From an optimization exercise on the open Yosys and OpenROAD flow, aimed at small area; shortcuts taken in it are not production practice. The RTL was checked by simulation tests, not by an equivalence proof against the original design. No activity file was given, so power comes from the tool's default toggle rates.

`flow/flow/run.sh`:
```
#!/bin/bash
# Standard ORFS layout with these changes:
#  - after synthesis, logic gates that ABC sized up are set back to x1
#    (flow/downsize.tcl); placement-time repair sizes up where needed;
#  - XOR gates above x1 are not used after synthesis, so their fanout is
#    buffered rather than the gate sized up;
#  - the smallest buffer on the ports;
#  - a clock tree of clkbuf_16 on clusters of at most 28 flip-flops,
#    without dummy balancing loads.
# Each make run writes its full output to its own log file here.
set -euo pipefail
FLOW_DIR="$PWD/flow"
DONT_USE="$(make -s -C "$FLOW_HOME" DESIGN_CONFIG="$PWD/config.mk" WORK_HOME="$PWD/orfs" print-DONT_USE_CELLS | sed 's/^DONT_USE_CELLS: //')"
DONT_USE="$DONT_USE sky130_fd_sc_hd__xor2_2 sky130_fd_sc_hd__xor2_4 sky130_fd_sc_hd__xnor2_2 sky130_fd_sc_hd__xnor2_4"
ARGS=(
    "POST_SYNTH_TCL=$FLOW_DIR/downsize.tcl"
    "BUFFER_PORTS_ARGS=-buffer_cell sky130_fd_sc_hd__buf_1"
    "CTS_ARGS=-sink_clustering_enable -repair_clock_nets -dont_use_dummy_load -buf_list sky130_fd_sc_hd__clkbuf_16 -sink_clustering_size 28 -sink_clustering_max_diameter 70"
)
bash standard.sh "${ARGS[@]}" synth > standard_synth.log 2>&1
bash standard.sh "${ARGS[@]}" "DONT_USE_CELLS=$DONT_USE" finish > standard_layout.log 2>&1
```
`flow/design.v`:
```
package cellbuf_pkg;
    localparam int GROUP_W     = $clog2((8 / 4));
    localparam int CROW_W      = $clog2(8);
    localparam int CELL_ROW_W  = $clog2(4);
    localparam int CELL_ADDR_W = $clog2(8);
    typedef logic [8-1:0][8-1:0] pixel_row_t;
    typedef struct packed {
        pixel_row_t [4-1:0] lane;
    } pgroup_t;
    typedef struct packed {
        logic [GROUP_W-1:0]    group;
        logic [CROW_W-1:0]     crow;
        logic [CELL_ROW_W-1:0] cell_row;
    } cell_pos_t;
    typedef struct packed {
        pixel_row_t [0:8-1] interior;
        pixel_row_t                    top;
        pixel_row_t                    bottom;
    } cell_view_t;
    typedef logic [CELL_ADDR_W-1:0] cell_addr_t;
endpackage
`timescale 1ns/10ps
module pixel_pos_counter (
    input  logic                   clk,
    input  logic                   arst_n_i,
    input  logic                   pgroup_wr_i,
    output cellbuf_pkg::cell_pos_t pos_o
);
    localparam logic [cellbuf_pkg::GROUP_W-1:0]    LAST_GROUP    = cellbuf_pkg::GROUP_W'((8 / 4) - 1);
    localparam logic [cellbuf_pkg::CROW_W-1:0]     LAST_CROW     = cellbuf_pkg::CROW_W'(8 - 1);
    localparam logic [cellbuf_pkg::CELL_ROW_W-1:0] LAST_CELL_ROW = cellbuf_pkg::CELL_ROW_W'(4 - 1);
    cellbuf_pkg::cell_pos_t pos_q;
    cellbuf_pkg::cell_pos_t pos_d;
    always_comb begin
        pos_d = pos_q;
        if (pos_q.group == LAST_GROUP) begin
            pos_d.group = '0;
            if (pos_q.crow == LAST_CROW) begin
                pos_d.crow = '0;
                if (pos_q.cell_row == LAST_CELL_ROW) begin
                    pos_d.cell_row = '0;
                end else begin
                    pos_d.cell_row = pos_q.cell_row + 1'b1;
                end
            end else begin
                pos_d.crow = pos_q.crow + 1'b1;
            end
        end else begin
            pos_d.group = pos_q.group + 1'b1;
        end
    end
    always_ff @(posedge clk or negedge arst_n_i) begin
        if (!arst_n_i) begin
            pos_q <= '0;
        end else if (pgroup_wr_i) begin
            pos_q <= pos_d;
        end
    end
    assign pos_o = pos_q;
endmodule
`timescale 1ns/10ps
module row_hold_mux #(
    parameter int W = 64
) (
    input  logic         en,
    input  logic         en_n,
    input  logic [W-1:0] x,
    input  logic [W-1:0] q,
    output logic [W-1:0] d
);
    assign d = ~(({W{en_n}} | x) & ({W{en}} | q));
endmodule
`timescale 1ns/10ps
module cell_read_mux #(
    parameter int W = 64
) (
    input  logic [7:0]        sel,
    input  logic [7:0][W-1:0] d,
    input  logic              inv,
    output logic [W-1:0]      y
);
    logic [W-1:0] n0, n1, n2;
    read_aoi3 #(.W(W)) u_a0 (.sel(sel[2:0]), .d(d[2:0]), .y_n(n0));
    read_aoi3 #(.W(W)) u_a1 (.sel(sel[5:3]), .d(d[5:3]), .y_n(n1));
    read_aoi2 #(.W(W)) u_a2 (.sel(sel[7:6]), .d(d[7:6]), .y_n(n2));
    assign y = ~(n0 & n1 & n2) ^ {W{inv}};
endmodule
module read_aoi3 #(
    parameter int W = 64
) (
    input  logic [2:0]        sel,
    input  logic [2:0][W-1:0] d,
    output logic [W-1:0]      y_n
);
    assign y_n = ~(({W{sel[0]}} & d[0]) | ({W{sel[1]}} & d[1]) | ({W{sel[2]}} & d[2]));
endmodule
module read_aoi2 #(
    parameter int W = 64
) (
    input  logic [1:0]        sel,
    input  logic [1:0][W-1:0] d,
    output logic [W-1:0]      y_n
);
    assign y_n = ~(({W{sel[0]}} & d[0]) | ({W{sel[1]}} & d[1]));
endmodule
`timescale 1ns/10ps
module cellbuf_top (
    input  logic                    clk,
    input  logic                    arst_n_i,
    input  cellbuf_pkg::pgroup_t    pgroup_i,
    input  logic                    pgroup_wr_i,
    input  cellbuf_pkg::cell_addr_t cell_addr_i,
    input  logic                    cell_store_i,
    output cellbuf_pkg::cell_view_t cell_o
);
    localparam int NC  = 8;
    localparam int NR  = 8;
    localparam int NGC = 4;
    localparam int NS  = NR + 2;    
    cellbuf_pkg::cell_pos_t pos;
    pixel_pos_counter u_pos_counter (
        .clk         (clk),
        .arst_n_i    (arst_n_i),
        .pgroup_wr_i (pgroup_wr_i),
        .pos_o       (pos)
    );
    logic [cellbuf_pkg::CROW_W+cellbuf_pkg::GROUP_W-1:0] slot;
    assign slot = {pos.crow, pos.group};
    logic full_q;
    always_ff @(posedge clk or negedge arst_n_i) begin
        if (!arst_n_i) begin
            full_q <= 1'b0;
        end else if (pgroup_wr_i && (&slot)) begin
            full_q <= 1'b1;
        end
    end
    logic [NC-1:0] dec;
    for (genvar c = 0; c < NC; c++) begin : g_dec
        assign dec[c] = (cell_addr_i == cellbuf_pkg::CELL_ADDR_W'(c));
    end
    logic [NC-1:0] st_hit;
    assign st_hit = {NC{cell_store_i}} & dec;
    logic [1:0][NR-1:0] wr_en;
    logic [1:0]    frame_top_en;
    logic [1:0][NR-1:0] vld;
    for (genvar g = 0; g < 2; g++) begin : g_grp
        for (genvar r = 0; r < NR; r++) begin : g_row
            localparam logic [3:0] K = 4'(2*r + g);
            assign wr_en[g][r] = pgroup_wr_i && (slot == K);
            assign vld[g][r]   = full_q || (slot > K);
        end
        assign frame_top_en[g] = wr_en[g][0] && (pos.cell_row == '0);
    end
    logic [1:0][NR-1:0] ph_q;
    logic [NC-1:0]      int0_ph_q;
    logic [NC-1:0]      top_ph_q;
    for (genvar g = 0; g < 2; g++) begin : g_ph
        for (genvar r = 0; r < NR; r++) begin : g_row
            always_ff @(posedge clk) begin
                ph_q[g][r] <= wr_en[g][r] || !ph_q[g][r];
            end
        end
    end
    logic [NC-1:0][NR-1:0][63:0] int_q, int_d;
    logic [NC-1:0][63:0]         top_q, top_d;
    logic [NC-1:0][63:0]         bot_q, bot_d;
    logic [NC-1:0]           top_vld_q;
    logic [NS-1:0][NC-1:0]   rd_sel;
    for (genvar c = 0; c < NC; c++) begin : g_cell
        localparam int LANE = c % NGC;
        localparam int GRP  = c / NGC;
        row_hold_mux u_bot_mux (
            .en   (wr_en[GRP][0]),
            .en_n (!wr_en[GRP][0]),
            .x    (pgroup_i.lane[LANE]),
            .q    (bot_q[c]),
            .d    (bot_d[c])
        );
        logic int0_en;
        assign int0_en = frame_top_en[GRP] || st_hit[c];
        row_hold_mux u_int0_mux (
            .en   (int0_en),
            .en_n (!int0_en),
            .x    (bot_d[c]),
            .q    (int_q[c][0]),
            .d    (int_d[c][0])
        );
        for (genvar r = 1; r < NR; r++) begin : g_row
            row_hold_mux u_int_mux (
                .en   (wr_en[GRP][r]),
                .en_n (!wr_en[GRP][r]),
                .x    (pgroup_i.lane[LANE]),
                .q    (int_q[c][r]),
                .d    (int_d[c][r])
            );
        end
        row_hold_mux u_top_mux (
            .en   (st_hit[c]),
            .en_n (!st_hit[c]),
            .x    (int_q[c][NR-1]),
            .q    (top_q[c]),
            .d    (top_d[c])
        );
        always_ff @(posedge clk) begin
            int_q[c] <= int_d[c];
            top_q[c] <= top_d[c];
            bot_q[c] <= bot_d[c];
        end
        always_ff @(posedge clk) begin
            int0_ph_q[c] <= int0_en ? (wr_en[GRP][0] || !ph_q[GRP][0]) : !int0_ph_q[c];
            top_ph_q[c]  <= !(st_hit[c] ? ph_q[GRP][NR-1] : top_ph_q[c]);
        end
        always_ff @(posedge clk or negedge arst_n_i) begin
            if (!arst_n_i) begin
                top_vld_q[c] <= 1'b0;
            end else if (st_hit[c] && vld[GRP][NR-1]) begin
                top_vld_q[c] <= 1'b1;
            end
        end
        for (genvar r = 0; r < NR; r++) begin : g_sel
            assign rd_sel[r][c] = dec[c] && vld[GRP][r];
        end
        assign rd_sel[NR][c]   = dec[c] && top_vld_q[c];
        assign rd_sel[NR+1][c] = dec[c] && vld[GRP][0];
    end
    logic [NS-1:0][NC-1:0][63:0] rd_d;
    for (genvar c = 0; c < NC; c++) begin : g_rd_d
        for (genvar r = 0; r < NR; r++) begin : g_int
            assign rd_d[r][c] = int_q[c][r];
        end
        assign rd_d[NR][c]   = top_q[c];
        assign rd_d[NR+1][c] = bot_q[c];
    end
    logic [NS-1:0] rd_ph;
    for (genvar r = 1; r < NR; r++) begin : g_rd_ph
        assign rd_ph[r] = ph_q[cell_addr_i[2]][r];
    end
    assign rd_ph[0]    = !int0_ph_q[cell_addr_i];
    assign rd_ph[NR]   = top_ph_q[cell_addr_i];
    assign rd_ph[NR+1] = ph_q[cell_addr_i[2]][0];
    for (genvar s = 0; s < NS; s++) begin : g_rd
        cell_read_mux u_rd (
            .sel (rd_sel[s]),
            .d   (rd_d[s]),
            .inv (rd_ph[s] && (|rd_sel[s])),
            .y   (cell_o[64*(NS-1-s) +: 64])
        );
    end
endmodule
```
`flow/constraint.sdc`:
```
create_clock -name core_clock -period 10.0 [get_ports {clk}]
set_input_delay 2.0000 -clock core_clock [delete_from_list [all_inputs] [get_ports {clk}]]
set_output_delay 2.0000 -clock core_clock [all_outputs]
set_load 0.01 [all_outputs]
```
`flow/config.mk`:
```
export PLATFORM = sky130hd
export DESIGN_NAME = cellbuf_top
export DESIGN_NICKNAME = cellbuf_top
export VERILOG_FILES = /design/flow/design.v
export SDC_FILE = /design/flow/constraint.sdc
export NUM_CORES = 8
export LEC_CHECK = 0
export CAP_MARGIN = 20
export CORE_MARGIN = 2
export CORE_UTILIZATION = 60
export SLEW_MARGIN = 20
export SYNTH_HIERARCHICAL = 1
export SYNTH_MINIMUM_KEEP_SIZE = 0
```
`flow/flow/downsize.tcl`:
```
# Run after synthesis (POST_SYNTH_TCL): set every logic gate that Yosys/ABC
# sized above x1 back to x1. Placement-time repair sizes up again where
# timing or slew needs it.
set db [ord::get_db]
set n 0
foreach inst [[ord::get_db_block] getInsts] {
  set m [[$inst getMaster] getName]
  if {![regexp {^(sky130_fd_sc_hd__[a-z0-9]+)_([0-9]+)$} $m -> base size]} { continue }
  if {$size <= 1} { continue }
  if {[regexp {__(df|dl|sdf|edf|buf|clk|bufinv|conb|tap|fill|decap|diode|ebuf|ha|fa|maj|probe|lpflow)} $base]} { continue }
  set small [$db findMaster ${base}_1]
  if {$small == "NULL" || $small == ""} { continue }
  $inst swapMaster $small
  incr n
}
puts "downsize: $n cells set to x1"

```
`flow/standard.sh`:
```
#!/bin/bash
# synth_recipe.tcl (not shown) runs the flow's synth.tcl, then flattens the netlist and writes it again
# the make line also repeats each setting of config.mk as NAME=value (left out here)
make -C /OpenROAD-flow-scripts/flow DESIGN_CONFIG=/design/flow/config.mk WORK_HOME=/design/flow/orfs CLKGATE_MAP_FILE= SYNTH_SCRIPT=/design/flow/synth_recipe.tcl "${@:-finish}"
```
==> impl_metrics.yaml, run 1 <==
hold_path:
  hp-class: "reg2reg"
  hp-start: "ph_q[14]"
  hold_path_depth: 1
  hold_end: "ph_q[14]"
pwr:
  finalPower_w: 0.0693
  vdd_drop_max_uv: 243
  power_density_mw_per_mm2: 379
  leakagePower_nw: 68.4
worst_setup_path:
  worstPathArrival_ns: 6.45
  crit_fanout: 14
  r2r_slack_ns: 4.54
  rr_startpoint: "u_pos_counter.pos_q[5]"
  end_kind: "primary output"
  r2r-end: "int_q[3597]"
  ff2ff_path_depth: 9
  cp.required_ns: 8.00
  startpoint_type: "input pin"
  worstSetupPathType: "in2out"
global_route:
  grt_overflow: 0
  grt_usage_pct: 49.8
  first_global_vias: 149205
  grt_max_degree: 214
  antenna_found_initial: 61
  grt_pass1_wl_um: 1120000
final_layout:
  final_cell_mix: "dfxtp_1 (5152), o22ai_1 (5120), a222oi_1 (1280)"
  layout_commonest_cell: "dfxtp_1"
  syn_to_final_growth_pct: 1.16
  drive_gt1_share_pct: 6.11
  fin_nets: 15644
routing:
  postRouteAntennaNets: 0
  num_vias: 159177
  top_layer_used: "met5"
  wl_met1_um: 278000
  wire_per_inst_um: 41.6
  drcViolationCount: 0
  routed_wl_um: 806000
  firstDrtPassIters: 12
  first_iter_violations: 32271
  wl_met2_um: 322000
  dr_wl_met3_um: 135000
  viasPerCell: 8.22
synthesis:
  syn_area_mm2: 0.181
  synthCells: 15554
  yosysWarningCount: 8
  avgSynthCellArea_um2: 11.6
  synth_nets: 15820
run:
  drv_cap: 0
sta:
  tns_ns: 0
  fin_crit_ns: 8.45
  finalHoldViolations: 0
  fmax_ghz: 0.118
  finClkSkew_ns: 0.108
  relSlewSlack_pct: 11.2
  drv_slew: 0
  timing.final.crit_share_pct: 84.5
  rsz0062_at_grt: "no"
  worst_pin_slew_ns: 1.33
  setup_violations: 0
die:
  initial_utilization_pct: 60.3
  fp-row-count: 201
  die_area_mm2: 0.306
  die-width_um: 553
  fp.coreArea_mm2: 0.300
  pin_count: 903
  die-height_um: 553
clock_tree:
  clockBufferDepth: 4
  cts.sinks: 5167
  post-cts-setup-buffers: 0
  h-tree-depth: 4
  hold_buffers: 0
  path_clk_slew_ns: 0.10
  cts_made_buffers: 225
  cts_resized: 0
  cts_root_buf: "clkbuf_16"
  worstSkewPairLatency_ns: 1.01
  cts_tree: "yes"
placed_design:
  io_buffers: 902
  place_hpwl_um: 472000
  globalplace.congestion: 0.947
run_status:
  status: "finished clean"
[registers in the layout (all words and copies together), names as in the netlist]
| register | cells |
|---|---|
| top_q | 512 |
| top_vld_q | 8 |
| full_q | 1 |
| ph_q | 16 |
| int0_ph_q | 8 |
| int_q | 4096 |
| bot_q | 512 |
| u_pos_counter.pos_q | 6 |
| top_ph_q | 8 |
[layer usage]
metal / up-vias / GRT usage, %
met3: 3517 / 20.5
li1: 62753 / -
met5: - / 0
met2: 14939 / 69.6
met1: 77930 / 61.8
met4: 38 / 36.0
[area by class of cell]
cell class / instances / area, um^2
sequential: 5167 / 104000
inverter: 44 / 325
timing repair buffer: 1364 / 7660
antenna: 32 / 80.1
fill: 24409 / 117000
tap: 3958 / 4950
multi-input combinational: 8576 / 60800
clock buffer: 225 / 5630
[how the worst max path moves through the flow]
stage,from,end,depth (start not counted),slack (ns)
detailed placement,cell_addr_i[1],cell_o[546],9,1.93
finish,cell_addr_i[1],cell_o[66],9,1.55
CTS,cell_addr_i[1],cell_o[197],9,1.89
global placement,cell_addr_i[1],cell_o[197],9,2.00
global route,cell_addr_i[1],cell_o[66],9,1.64
floorplan,cell_addr_i[1],cell_o[10],10,4.41
[worst max-delay path: stages]
cell      delay [ns]
buf_1           0.49
nor2b_1         0.64
nand2b_1        0.73
nor2_4          0.86
buf_4           0.46
a222oi_1        0.11
nand3_1         0.14
xor2_1          0.76
buf_1           0.23
[where the power goes]
group          leakage (nW)  internal, W  switching, W
Combinational          21.8      0.00772        0.0135
Sequential             43.9       0.0315       0.00613
Clock                  2.77      0.00403       0.00645
[metrics by stage]
stage                     hold WS, ns  instances  instance area (um^2)  utilization [%]  worst slack (ns)
after floorplan                 0.358      15554                181000                -              4.41
after global placement          0.365      19102                177000             59.1              2.00
final                           0.390      19366                183000             61.0              1.55
after global routing            0.399      19336                183000             61.0              1.64
after CTS                       0.388      19328                183000             61.0              1.89
after detailed placement        0.368      19103                177000             59.1              1.93
==> inputs of run 2 (changes only) <==
--- a/flow/flow/run.sh
+++ b/flow/flow/run.sh
@@ -6,6 +6,6 @@
 #    buffered rather than the gate sized up;
 #  - the smallest buffer on the ports;
-#  - a clock tree of clkbuf_16 on clusters of at most 28 flip-flops,
-#    without dummy balancing loads.
+#  - a clock tree of clkbuf_16 with clkbuf_8 leaf buffers on clusters of at
+#    most 16 flip-flops, without dummy balancing loads.
 # Each make run writes its full output to its own log file here.
 set -euo pipefail
@@ -16,5 +16,5 @@
     "POST_SYNTH_TCL=$FLOW_DIR/downsize.tcl"
     "BUFFER_PORTS_ARGS=-buffer_cell sky130_fd_sc_hd__buf_1"
-    "CTS_ARGS=-sink_clustering_enable -repair_clock_nets -dont_use_dummy_load -buf_list sky130_fd_sc_hd__clkbuf_16 -sink_clustering_size 28 -sink_clustering_max_diameter 70"
+    "CTS_ARGS=-sink_clustering_enable -repair_clock_nets -dont_use_dummy_load -buf_list sky130_fd_sc_hd__clkbuf_16 -sink_clustering_buffer sky130_fd_sc_hd__clkbuf_8 -sink_clustering_size 16 -sink_clustering_max_diameter 55"
 )
 bash standard.sh "${ARGS[@]}" synth > standard_synth.log 2>&1
==> run 2 against run 1 <==
Effect of this change:
- still clean on timing, DRC and antenna
- critical path depth is the same
- clock skew is 0.039 ns lower
- combinational power about the same
==> impl_metrics.yaml, run 2 <==
pwr:
  power_density_mw_per_mm2: 379
  finalPower_w: 0.0696
  vdd_drop_max_uv: 208
  leakagePower_nw: 68.8
clock_tree:
  cts.sinks: 5167
  path_clk_slew_ns: 0.05
  clockBufferDepth: 4
  worstSkewPairLatency_ns: 0.95
  cts_tree: "yes"
  hold_buffers: 0
  cts_resized: 0
  post-cts-setup-buffers: 0
  cts_made_buffers: 411
  cts_root_buf: "clkbuf_16"
  h-tree-depth: 5
sta:
  fin_crit_ns: 8.38
  relSlewSlack_pct: 13.4
  worst_pin_slew_ns: 1.30
  setup_violations: 0
  finClkSkew_ns: 0.0692
  rsz0062_at_grt: "no"
  fmax_ghz: 0.119
  finalHoldViolations: 0
  timing.final.crit_share_pct: 83.8
  tns_ns: 0
  drv_slew: 0
die:
  die-height_um: 553
  initial_utilization_pct: 60.3
  die_area_mm2: 0.306
  fp-row-count: 201
  pin_count: 903
  fp.coreArea_mm2: 0.300
  die-width_um: 553
routing:
  drcViolationCount: 0
  routed_wl_um: 808000
  viasPerCell: 8.19
  num_vias: 160135
  first_iter_violations: 32588
  wire_per_inst_um: 41.3
  postRouteAntennaNets: 0
  firstDrtPassIters: 14
global_route:
  grt_overflow: 0
  first_global_vias: 150845
  grt_pass1_wl_um: 1120000
  grt_usage_pct: 50.0
  antenna_found_initial: 61
  grt_max_degree: 214
placed_design:
  dp.cells: 19103
  postPlaceCellArea_mm2: 0.177
  place_hpwl_um: 472000
  io_buffers: 902
  globalplace.congestion: 0.947
run_status:
  status: "finished clean"
final_layout:
  stdcell_count: 19555
  drive_gt1_share_pct: 7.22
  top_register: "int_q"
  fin_nets: 15829
  post-route-cell-area_mm2: 0.183
  syn_to_final_growth_pct: 1.40
  reg_top3: "int_q: 4096 flops, bot_q: 512 flops, top_q: 512 flops"
  final_cell_mix: "dfxtp_1 (5152), o22ai_1 (5120), a222oi_1 (1280)"
  layout_commonest_cell: "dfxtp_1"
  largest_reg_flops: 4096
  final_util_pct: 61.2
synthesis:
  syn_area_mm2: 0.181
  synth_nets: 15820
  synthCells: 15554
  yosysWarningCount: 8
  avgSynthCellArea_um2: 11.6
hold_path:
  hp-class: "reg2reg"
worst_setup_path:
  startpoint_type: "input pin"
  worstSetupPathType: "in2out"
  crit_fanout: 44
  worstPathArrival_ns: 6.38
  cp.required_ns: 8.00
  end_kind: "primary output"
run:
  drv_cap: 0
==> run 2: changes by cell type in the layout (fill, tap and decap cells not counted), sizes merged <==
cell / previous run / this run
diode: 32 / 36
buf: 1258 / 1256
clkbuf: 331 / 518
==> run 2: where the power goes <==
| part | switching (W) | total, W | leakage, nW | internal, W |
|---|---|---|---|---|
| Sequential | 0.00612 | 0.0376 | 43.9 | 0.0315 |
| Combinational | 0.0135 | 0.0212 | 21.8 | 0.00772 |
| Clock | 0.00670 | 0.0107 | 3.15 | 0.00403 |
| Total | 0.0263 | 0.0696 | 68.8 | 0.0433 |
==> run 2: path summary, 6_finish.rpt <==
kind | from | end | slack [ns] | depth (start not counted)
worst min-delay path | ph_q[10] | ph_q[10] | 0.39 | 1
worst max-delay path | cell_addr_i[1] | cell_o[558] | 1.62 | 9
min in group asynchronous | arst_n_i | u_pos_counter.pos_q[0] | 1.02 | 1
worst max register to register | u_pos_counter.pos_q[5] | int_q[3614] | 4.49 | 9
max in group asynchronous | arst_n_i | top_vld_q[5] | 8.52 | 1
worst min register to register | ph_q[10] | ph_q[10] | 0.39 | 1
==> run 2: worst max-delay path, stage by stage <==
cell      delay [ns]
buf_1           0.51
nor2b_1         0.63
nand2b_1        0.73
nor2_4          0.32
buf_4           0.76
a222oi_1        0.17
nand3_1         0.18
xor2_1          0.73
buf_1           0.23
==> run 2: area by class of cell <==
type	instances	area (um^2)
Antenna cell	36	90.1
Fill cell	24480	116000
Multi-Input combinational cell	8576	60800
Tap cell	3958	4950
Sequential cell	5167	104000
Timing Repair Buffer	1363	7640
Clock buffer	411	6070
Inverter	44	325
==> run 2: per-stage QoR <==
stage / hold WS [ns] / setup WS, ns
6_report: 0.389 / 1.62
5_1_grt: 0.401 / 1.63
4_1_cts: 0.382 / 1.89
3_5_place_dp: 0.368 / 1.93
3_3_place_gp: 0.365 / 2.00
2_1_floorplan: 0.358 / 4.41
==> run 2: metal layers <==
layer	vias up	part of all wire [%]	global-route usage, %
li1	63029	-	-
met1	78338	35	61.8
met2	15110	40	69.8
met3	3623	17	20.5
met4	35	8.8	36.7
met5	-	0.036	0.156
==> inputs of run 3 (changes only) <==
--- a/flow/flow/run.sh
+++ b/flow/flow/run.sh
@@ -5,7 +5,9 @@
 #  - XOR gates above x1 are not used after synthesis, so their fanout is
 #    buffered rather than the gate sized up;
-#  - the smallest buffer on the ports;
-#  - a clock tree of clkbuf_16 with clkbuf_8 leaf buffers on clusters of at
-#    most 16 flip-flops, without dummy balancing loads.
+#  - a buf_4 on every input port (before global placement) and the smallest
+#    buffer on every output port (after global placement,
+#    flow/buffer_outputs.tcl);
+#  - a clock tree of clkbuf_16 on clusters of at most 28 flip-flops,
+#    without dummy balancing loads.
 # Each make run writes its full output to its own log file here.
 set -euo pipefail
@@ -15,6 +17,7 @@
 ARGS=(
     "POST_SYNTH_TCL=$FLOW_DIR/downsize.tcl"
-    "BUFFER_PORTS_ARGS=-buffer_cell sky130_fd_sc_hd__buf_1"
-    "CTS_ARGS=-sink_clustering_enable -repair_clock_nets -dont_use_dummy_load -buf_list sky130_fd_sc_hd__clkbuf_16 -sink_clustering_buffer sky130_fd_sc_hd__clkbuf_8 -sink_clustering_size 16 -sink_clustering_max_diameter 55"
+    "BUFFER_PORTS_ARGS=-inputs -buffer_cell sky130_fd_sc_hd__buf_4"
+    "POST_GLOBAL_PLACE_TCL=$FLOW_DIR/buffer_outputs.tcl"
+    "CTS_ARGS=-sink_clustering_enable -repair_clock_nets -dont_use_dummy_load -buf_list sky130_fd_sc_hd__clkbuf_16 -sink_clustering_size 28 -sink_clustering_max_diameter 70"
 )
 bash standard.sh "${ARGS[@]}" synth > standard_synth.log 2>&1
==> flow/flow/buffer_outputs.tcl (new file) <==
# Run after global placement (POST_GLOBAL_PLACE_TCL): buffer the output ports
# with the smallest buffer. The input ports were buffered before global
# placement (BUFFER_PORTS_ARGS -inputs), with a buffer strong enough to drive
# the incoming pixel lanes' fanout.
buffer_ports -outputs -buffer_cell sky130_fd_sc_hd__buf_1
==> run 3 against run 2 <==
Effect of this change:
- critical endpoint is now cell_o[126]
- still clean
- combinational power shrank 2%
- synthesized area did not move
- total power is 1.1% lower
- critical path depth stayed put
- die area did not move
==> impl_metrics.yaml, run 3 <==
sta:
  fmax_ghz: 0.123
  tns_ns: 0
  timing.hold.ws_ns: 0.389
  setup_violations: 0
  finClkSkew_ns: 0.0717
  finalHoldViolations: 0
  fin_crit_ns: 8.11
  rsz0062_at_grt: "no"
  worst_pin_slew_ns: 1.30
  timing.final.crit_share_pct: 81.1
  drv_slew: 0
  relSlewSlack_pct: 13.0
final_layout:
  syn_to_final_growth_pct: 0.831
  final_cell_mix: "dfxtp_1 (5152), o22ai_1 (5120), a222oi_1 (1280)"
  largest_reg_flops: 4096
  final_util_pct: 60.8
  reg_top3: "int_q: 4096 flops, bot_q: 512 flops, top_q: 512 flops"
  top_register: "int_q"
  fin_nets: 15473
  layout_commonest_cell: "dfxtp_1"
  drive_gt1_share_pct: 6.09
routing:
  drcViolationCount: 0
  routed_wl_um: 803000
  postRouteAntennaNets: 0
  num_vias: 157499
  firstDrtPassIters: 14
  viasPerCell: 8.20
  wire_per_inst_um: 41.8
  first_iter_violations: 33104
global_route:
  antenna_found_initial: 59
  grt_pass1_wl_um: 1110000
  grt_max_degree: 197
  grt_overflow: 0
  first_global_vias: 147970
  grt_usage_pct: 49.7
clock_tree:
  path_clk_slew_ns: 0.07
  post-cts-setup-buffers: 0
  cts_root_buf: "clkbuf_16"
  cts_tree: "yes"
  worstSkewPairLatency_ns: 1.02
  cts_resized: 0
  clockBufferDepth: 4
  cts.sinks: 5167
  h-tree-depth: 4
  hold_buffers: 0
  cts_made_buffers: 222
die:
  initial_utilization_pct: 60.3
  pin_count: 903
  die-height_um: 553
  die-width_um: 553
  fp-row-count: 201
  fp.coreArea_mm2: 0.300
  die_area_mm2: 0.306
worst_setup_path:
  worstSetupPathType: "in2out"
  end_kind: "primary output"
  crit_fanout: 29
  worstPathArrival_ns: 6.11
  startpoint_type: "input pin"
  cp.required_ns: 8.00
synthesis:
  syn_area_mm2: 0.181
  synth_nets: 15820
  synthCells: 15554
  yosysWarningCount: 8
  avgSynthCellArea_um2: 11.6
hold_path:
  hp-class: "reg2reg"
pwr:
  power_density_mw_per_mm2: 377
  leakagePower_nw: 68.2
  vdd_drop_max_uv: 262
run:
  drv_cap: 0
placed_design:
  io_buffers: 902
  place_hpwl_um: 466000
run_status:
  status: "finished clean"
[run 3: cell types whose count changed in the layout (fill, tap and decap cells not counted), sizes merged]
cell	delta
buf	-60
diode	-3
inv	-1
clkbuf	-296
clkinv	+1
[run 3: worst paths after layout]
path                       slack, ns  depth (start not counted)                   start                endpoint
hold reg to reg                 0.39                          1                 ph_q[3]                 ph_q[3]
setup / recovery                1.89                          9          cell_addr_i[1]             cell_o[126]
setup reg to reg                4.36                          9  u_pos_counter.pos_q[2]               int_q[51]
min in group asynchronous       0.87                          1                arst_n_i  u_pos_counter.pos_q[5]
hold / removal                  0.39                          1                 ph_q[3]                 ph_q[3]
max in group asynchronous       8.86                          1                arst_n_i            top_vld_q[1]
[run 3: stage by stage]
| stage | instance area [um^2] | total power (W) | cells | setup slack [ns] |
|---|---|---|---|---|
| finish | 182000 | 0.0688 | 19196 | 1.89 |
| detailed placement | 177000 | 0.0575 | 18933 | 2.08 |
| global route | 182000 | 0.0713 | 19168 | 1.89 |
| CTS | 182000 | 0.0675 | 19155 | 2.09 |
| global placement | 174000 | 0.0550 | 18290 | 2.23 |
| floorplan | 181000 | 0.0498 | 15554 | 4.41 |
[run 3: worst max-delay path: stages]
cell	delay, ns
buf_4	0.17
nor2b_1	0.56
nand2b_1	0.65
nor2_4	0.84
buf_4	0.64
a222oi_1	0.20
nand3_1	0.18
xor2_1	0.61
buf_1	0.22
[run 3: routing by layer]
metal | part of all wire, % | track usage, % | wire length (um) | vias to the layer above
met1 | 35 | 61.6 | 282000 | 77361
met2 | 40 | 68.7 | 319000 | 14351
li1 | - | - | - | 62471
met3 | 16 | 20.1 | 130000 | 3288
met5 | 0.041 | 0.453 | 333 | -
met4 | 8.9 | 37.3 | 71700 | 28
[run 3: layout make-up]
| class | instances | area [um^2] |
|---|---|---|
| diodes | 33 | 82.6 |
| clock buffers | 222 | 5560 |
| fillers | 24214 | 117000 |
| inverters | 44 | 330 |
| multi-input cells | 8576 | 60800 |
| flip-flops and latches | 5167 | 104000 |
| well taps | 3958 | 4950 |
| repair buffers | 1196 | 7120 |
[run 3: report_power, final]
part	internal, W	switching [W]	total [W]
sequential	0.0315	0.00612	0.0376
clock	0.00398	0.00644	0.0104
combinational	0.00772	0.0130	0.0207

-- re-timing with driven ports --
The flow's constraints put no driver on any port. The routed layouts listed below were extracted and timed again, unchanged, in two steps. Step 1 assumes that a clkbuf_16 drives the clock port and a buf_2 every other input. Step 2 also shifts input and output timing later by t, the mid clock arrival at the registers, as if the neighbouring blocks saw the same clock. Three values: ideal, step 1, step 2; two values: the first two.
run	t, ns	slack for setup (ns)	worst setup path at the end	latest minus earliest clock arrival (ns)
run 1	1.074	1.553 / 1.332 / 1.332	input to output	0.112 / 0.112
run 2	1.048	1.623 / 1.414 / 1.414	input to output	0.097 / 0.098
run 3	1.099	1.886 / 1.654 / 1.654	input to output	0.085 / 0.085
After both steps every run listed still meets setup and hold. For run 3, which loses most, drivers alone change the setup slack by -0.232 ns; drivers and shift together by -0.232 ns.
